Context: an optimization exercise on an open-source flow, tuned for small area. The choices shown serve that exercise and are no tape-out recipe. The RTL was checked by simulation tests, not by an equivalence proof against the original design. The flow treats the clock pin as an ideal source, which a real chip does not have.

==> flow/design.v <==
`timescale 1ns/1ps
module gobang_move_arbiter #(
  parameter int HIST_DEPTH = 225,
  parameter int CNT_W      = 8
) (
  input  logic             clk,
  input  logic             rst,
  input  logic             new_game,
  input  logic             p_req,
  input  logic [3:0]       p_i,
  input  logic [3:0]       p_j,
  input  logic             a_req,
  input  logic [3:0]       a_i,
  input  logic [3:0]       a_j,
  input  logic             undo_req,
  input  logic             crt_color,
  input  logic             cell_occupied,
  output logic [3:0]       look_i,
  output logic [3:0]       look_j,
  output logic             data_clr,
  output logic             data_write,
  output logic             data_erase,
  output logic [3:0]       write_i,
  output logic [3:0]       write_j,
  output logic             write_color,
  output logic             p_grant,
  output logic             a_grant,
  output logic             reject,
  output logic             undo_done,
  output logic             busy,
  output logic [CNT_W-1:0] move_count,
  output logic             last_valid,
  output logic [3:0]       last_i,
  output logic [3:0]       last_j
);
  typedef enum logic [2:0] {IDLE, CHECK, WRITE, CLEAR, UNDO} state_e;
  localparam logic ID_PLAYER = 1'b0;
  localparam logic ID_AI     = 1'b1;
  localparam int   NPOS      = HIST_DEPTH + 1;
  state_e           state, state_nxt;
  logic             pending_clr;
  logic             last_served;
  logic [3:0]       lat_i, lat_j;
  logic             lat_id, lat_color;
  logic [7:0]       sreg [NPOS];
  logic             ofs;
  logic             sh_dn, sh_up;
  logic             push, pop;
  logic             push_nxt, pop_nxt, ofs_nxt, dn_nxt;
  logic             stack_empty;
  logic [7:0]       top;
  logic [3:0]       top_i, top_j;
  logic             illegal;
  logic             pick_ai;
  assign stack_empty = (move_count == '0);
  assign top         = ofs ? ~sreg[1] : sreg[0];
  assign {top_i, top_j} = stack_empty ? 8'h00 : top;
  assign last_valid  = ~stack_empty;
  assign last_i      = top_i;
  assign last_j      = top_j;
  assign busy        = (state != IDLE);
  assign push = (state == WRITE);
  assign pop  = (state == UNDO) & ~stack_empty;
  assign push_nxt = (state_nxt == WRITE);
  assign pop_nxt  = (state_nxt == UNDO) & ~stack_empty;
  assign ofs_nxt  = (push | pop) ? ofs : ~ofs;
  assign dn_nxt   = push_nxt | (~pop_nxt & ~ofs_nxt);
  assign pick_ai = a_req & (~p_req | (last_served == ID_PLAYER));
  assign illegal = cell_occupied | (lat_i > 4'd14) | (lat_j > 4'd14) |
                   (move_count == CNT_W'(HIST_DEPTH));
  always_comb begin
    state_nxt   = state;
    look_i      = '0;
    look_j      = '0;
    data_clr    = 1'b0;
    data_write  = 1'b0;
    data_erase  = 1'b0;
    write_i     = '0;
    write_j     = '0;
    write_color = 1'b0;
    p_grant     = 1'b0;
    a_grant     = 1'b0;
    reject      = 1'b0;
    undo_done   = 1'b0;
    unique case (state)
      IDLE: begin
        if (pending_clr)         state_nxt = CLEAR;
        else if (undo_req)       state_nxt = UNDO;
        else if (p_req || a_req) state_nxt = CHECK;
      end
      CHECK: begin
        look_i    = lat_i;
        look_j    = lat_j;
        reject    = illegal;
        state_nxt = illegal ? IDLE : WRITE;
      end
      WRITE: begin
        data_write  = 1'b1;
        write_i     = lat_i;
        write_j     = lat_j;
        write_color = lat_color;
        p_grant     = (lat_id == ID_PLAYER);
        a_grant     = (lat_id == ID_AI);
        state_nxt   = IDLE;
      end
      CLEAR: begin
        data_clr  = 1'b1;
        state_nxt = IDLE;
      end
      UNDO: begin
        if (stack_empty) begin
          reject = 1'b1;
        end else begin
          data_erase = 1'b1;
          write_i    = top_i;
          write_j    = top_j;
          undo_done  = 1'b1;
        end
        state_nxt = IDLE;
      end
      default: state_nxt = IDLE;
    endcase
  end
  always_ff @(posedge clk or negedge rst) begin
    if (!rst) begin
      state       <= IDLE;
      pending_clr <= 1'b0;
      last_served <= ID_AI;
      move_count  <= '0;
      lat_i       <= '0;
      lat_j       <= '0;
      lat_id      <= ID_PLAYER;
      lat_color   <= 1'b0;
      ofs         <= 1'b0;
      sh_dn       <= 1'b1;
      sh_up       <= 1'b0;
    end else begin
      sh_dn <= dn_nxt;
      sh_up <= ~dn_nxt;
      state <= state_nxt;
      ofs <= ofs_nxt;
      if (new_game)
        pending_clr <= 1'b1;
      else if (state == IDLE && state_nxt == CLEAR)
        pending_clr <= 1'b0;
      if (state == IDLE && state_nxt == CHECK) begin
        lat_i     <= pick_ai ? a_i : p_i;
        lat_j     <= pick_ai ? a_j : p_j;
        lat_id    <= pick_ai ? ID_AI : ID_PLAYER;
        lat_color <= crt_color;
      end
      unique case (state)
        WRITE: begin
          move_count  <= move_count + 1'b1;
          last_served <= lat_id;
        end
        CLEAR: move_count <= '0;
        UNDO:  if (!stack_empty) move_count <= move_count - 1'b1;
        default: ;
      endcase
    end
  end
  always_ff @(posedge clk) begin
    sreg[0] <= ~((~{lat_i, lat_j} | {8{sh_up}}) & (sreg[1] | {8{sh_dn}}));
    for (int k = 1; k < NPOS - 1; k++)
      sreg[k] <= ~((sreg[k-1] | {8{sh_up}}) & (sreg[k+1] | {8{sh_dn}}));
    sreg[NPOS-1] <= ~sreg[NPOS-2];
  end
endmodule
export LEC_CHECK = 0
export CAP_MARGIN = 20
export CORE_MARGIN = 2
export CORE_UTILIZATION = 70
export CTS_BUF_LIST = sky130_fd_sc_hd__clkbuf_8 sky130_fd_sc_hd__clkbuf_16
export CTS_CLUSTER_DIAMETER = 80
export CTS_CLUSTER_SIZE = 30
export PLACE_DENSITY = 0.8
export SLEW_MARGIN = 20
create_clock -name core_clock -period 8.0 [get_ports {clk}]
run.sh (not shown) runs the stock make flow with config.mk's settings and CLKGATE_MAP_FILE= SYNTH_SCRIPT=/design/flow/synth_recipe.tcl, a recipe that flattens the netlist after the stock synthesis.
==> next run, changes <==
==> flow/flow/run.sh (new file) <==
#!/bin/bash
# Standard layout, with the port buffers made from the smallest buffer cell and
# clock tree synthesis without dummy loads.
set -euo pipefail
bash standard.sh BUFFER_PORTS_ARGS="-buffer_cell sky130_fd_sc_hd__buf_1" \
  CTS_ARGS="-sink_clustering_enable -repair_clock_nets -sink_clustering_size 36 -sink_clustering_max_diameter 80 -buf_list sky130_fd_sc_hd__clkbuf_16 -dont_use_dummy_load" \
  finish > standard_flow.log 2>&1
==> flow/standard.sh (new file) <==
#!/bin/bash
# synth_recipe.tcl (not shown) runs the flow's synth.tcl, then flattens the netlist and writes it again
# the make line also repeats each setting of config.mk as NAME=value (left out here)
make -C /OpenROAD-flow-scripts/flow DESIGN_CONFIG=/design/flow/config.mk WORK_HOME=/design/flow/orfs CLKGATE_MAP_FILE= SYNTH_SCRIPT=/design/flow/synth_recipe.tcl "${@:-finish}"
Settings changed: CAP_MARGIN 20 to 5, CTS_BUF_LIST sky130_fd_sc_hd__clkbuf_8 sky130_fd_sc_hd__clkbuf_16 to sky130_fd_sc_hd__clkbuf_16, CTS_CLUSTER_SIZE 30 to 36, GPL_TIMING_DRIVEN set to 0, SLEW_MARGIN 20 to 5.
removed: flow/run.sh
Synthesized area stays the same.
Cell count is higher by 7.3%.
Flip-flop and latch count stays the same.
Design area is higher by 0.49%.
Via count came out higher by 11%.
Non-clock buffer count grows by 387.


== umber ==
Starts from the design.v that is shown in full above.
clock: 8.0 ns
lec_check: 0
cap_margin: 20
core_margin: 2
core_utilization: 70
cts_buf_list: sky130_fd_sc_hd__clkbuf_16
cts_cluster_diameter: 80
cts_cluster_size: 36
place_density: 0.8
slew_margin: 20
standard.sh (not shown) runs the stock make flow with config.mk's settings and CLKGATE_MAP_FILE= SYNTH_SCRIPT=/design/flow/synth_recipe.tcl, a recipe that flattens the netlist after the stock synthesis.
==> flow/flow/run.sh <==
#!/bin/bash
# Standard layout, with the port buffers made from the smallest buffer cell and
# clock tree synthesis without dummy loads.
set -euo pipefail
bash standard.sh BUFFER_PORTS_ARGS="-buffer_cell sky130_fd_sc_hd__buf_1" \
  CTS_ARGS="-sink_clustering_enable -repair_clock_nets -sink_clustering_size 38 -sink_clustering_max_diameter 60 -buf_list sky130_fd_sc_hd__clkbuf_16 -dont_use_dummy_load" \
  finish > standard_flow.log 2>&1
Having completed the whole flow, umber delivered a layout that passed the timing, DRC and antenna checks.
Setup changes, umber to onyx
==> flow/run.sh (new file) <==
#!/bin/bash
# synth_recipe.tcl (not shown) runs the flow's synth.tcl, then flattens the netlist and writes it again
# the make line also repeats each setting of config.mk as NAME=value (left out here)
make -C /OpenROAD-flow-scripts/flow DESIGN_CONFIG=/design/flow/config.mk WORK_HOME=/design/flow/orfs CLKGATE_MAP_FILE= SYNTH_SCRIPT=/design/flow/synth_recipe.tcl finish
removed: flow/flow/run.sh
removed: flow/standard.sh
--- outcome ---
Higher routed wire length goes to onyx over umber. onyx: final routed wire length divided by cell count higher than umber. umber -> onyx: height of the die delta 0, exact match. Worst setup slack in onyx is 510 ps below umber. onyx vs umber: ratio of final minimum period to clock period up. Cmp onyx and umber / time the worst path needs with I/O delays and setup / lower: umber. Each of the runs, namely onyx and umber, reached the end of the flow and came out clean. Cell depth of the worst flop-to-flop path (lower): umber.
Edits applied to the flow inputs when going from onyx to garnet:
==> flow/flow/run.sh (new file) <==
#!/bin/bash
# Standard layout, with the port buffers made from the smallest buffer cell and
# clock tree synthesis without dummy loads.
set -euo pipefail
bash standard.sh BUFFER_PORTS_ARGS="-buffer_cell sky130_fd_sc_hd__buf_1" \
  CTS_ARGS="-sink_clustering_enable -repair_clock_nets -sink_clustering_size 36 -sink_clustering_max_diameter 80 -buf_list sky130_fd_sc_hd__clkbuf_16 -dont_use_dummy_load" \
  finish > standard_flow.log 2>&1
==> flow/standard.sh (new file) <==
#!/bin/bash
# synth_recipe.tcl (not shown) runs the flow's synth.tcl, then flattens the netlist and writes it again
# the make line also repeats each setting of config.mk as NAME=value (left out here)
make -C /OpenROAD-flow-scripts/flow DESIGN_CONFIG=/design/flow/config.mk WORK_HOME=/design/flow/orfs CLKGATE_MAP_FILE= SYNTH_SCRIPT=/design/flow/synth_recipe.tcl "${@:-finish}"
removed: flow/run.sh
Results
- On global routing usage on met3, onyx and garnet are basically level.
- Taking onyx as the reference point, the pin count of the biggest net entering global routing of garnet falls by about 3%.
- Summary of garnet over onyx: final worst hold slack essentially unchanged.

-- re-timing with driven ports --
Ports are ideal in the flow. The routed layouts listed here were re-timed in OpenROAD.
Step 1: set_driving_cell puts a clkbuf_16 on clk and a buf_2 on each other input, an assumption about the parent block.
Step 2 also shifts input and output timing later by t, the mid clock arrival at the registers, as if the neighbouring blocks saw the same clock.
Three values: no drivers, after step 1, after step 2; two values: the first two.
| run | t, ns | setup WS [ns] | worst setup path at the end | slew at the worst register clock pin (ns) |
|---|---|---|---|---|
| the first run of note 1 | 0.695 | 3.227 / 3.162 / 3.382 | input to output | 0.11 / 0.11 |
| the second run of note 1 | 0.719 | 3.712 / 3.648 / 4.033 | input to output | 0.12 / 0.12 |
| umber | 0.689 | 3.693 / 3.629 / 4.074 | input to output | 0.12 / 0.12 |
| onyx | 0.710 | 3.179 / 3.117 / 3.380 | input to output | 0.12 / 0.12 |
| garnet | 0.701 | 3.655 / 3.593 / 4.067 | input to output | 0.12 / 0.12 |
After both steps setup and hold are still met in every run listed.
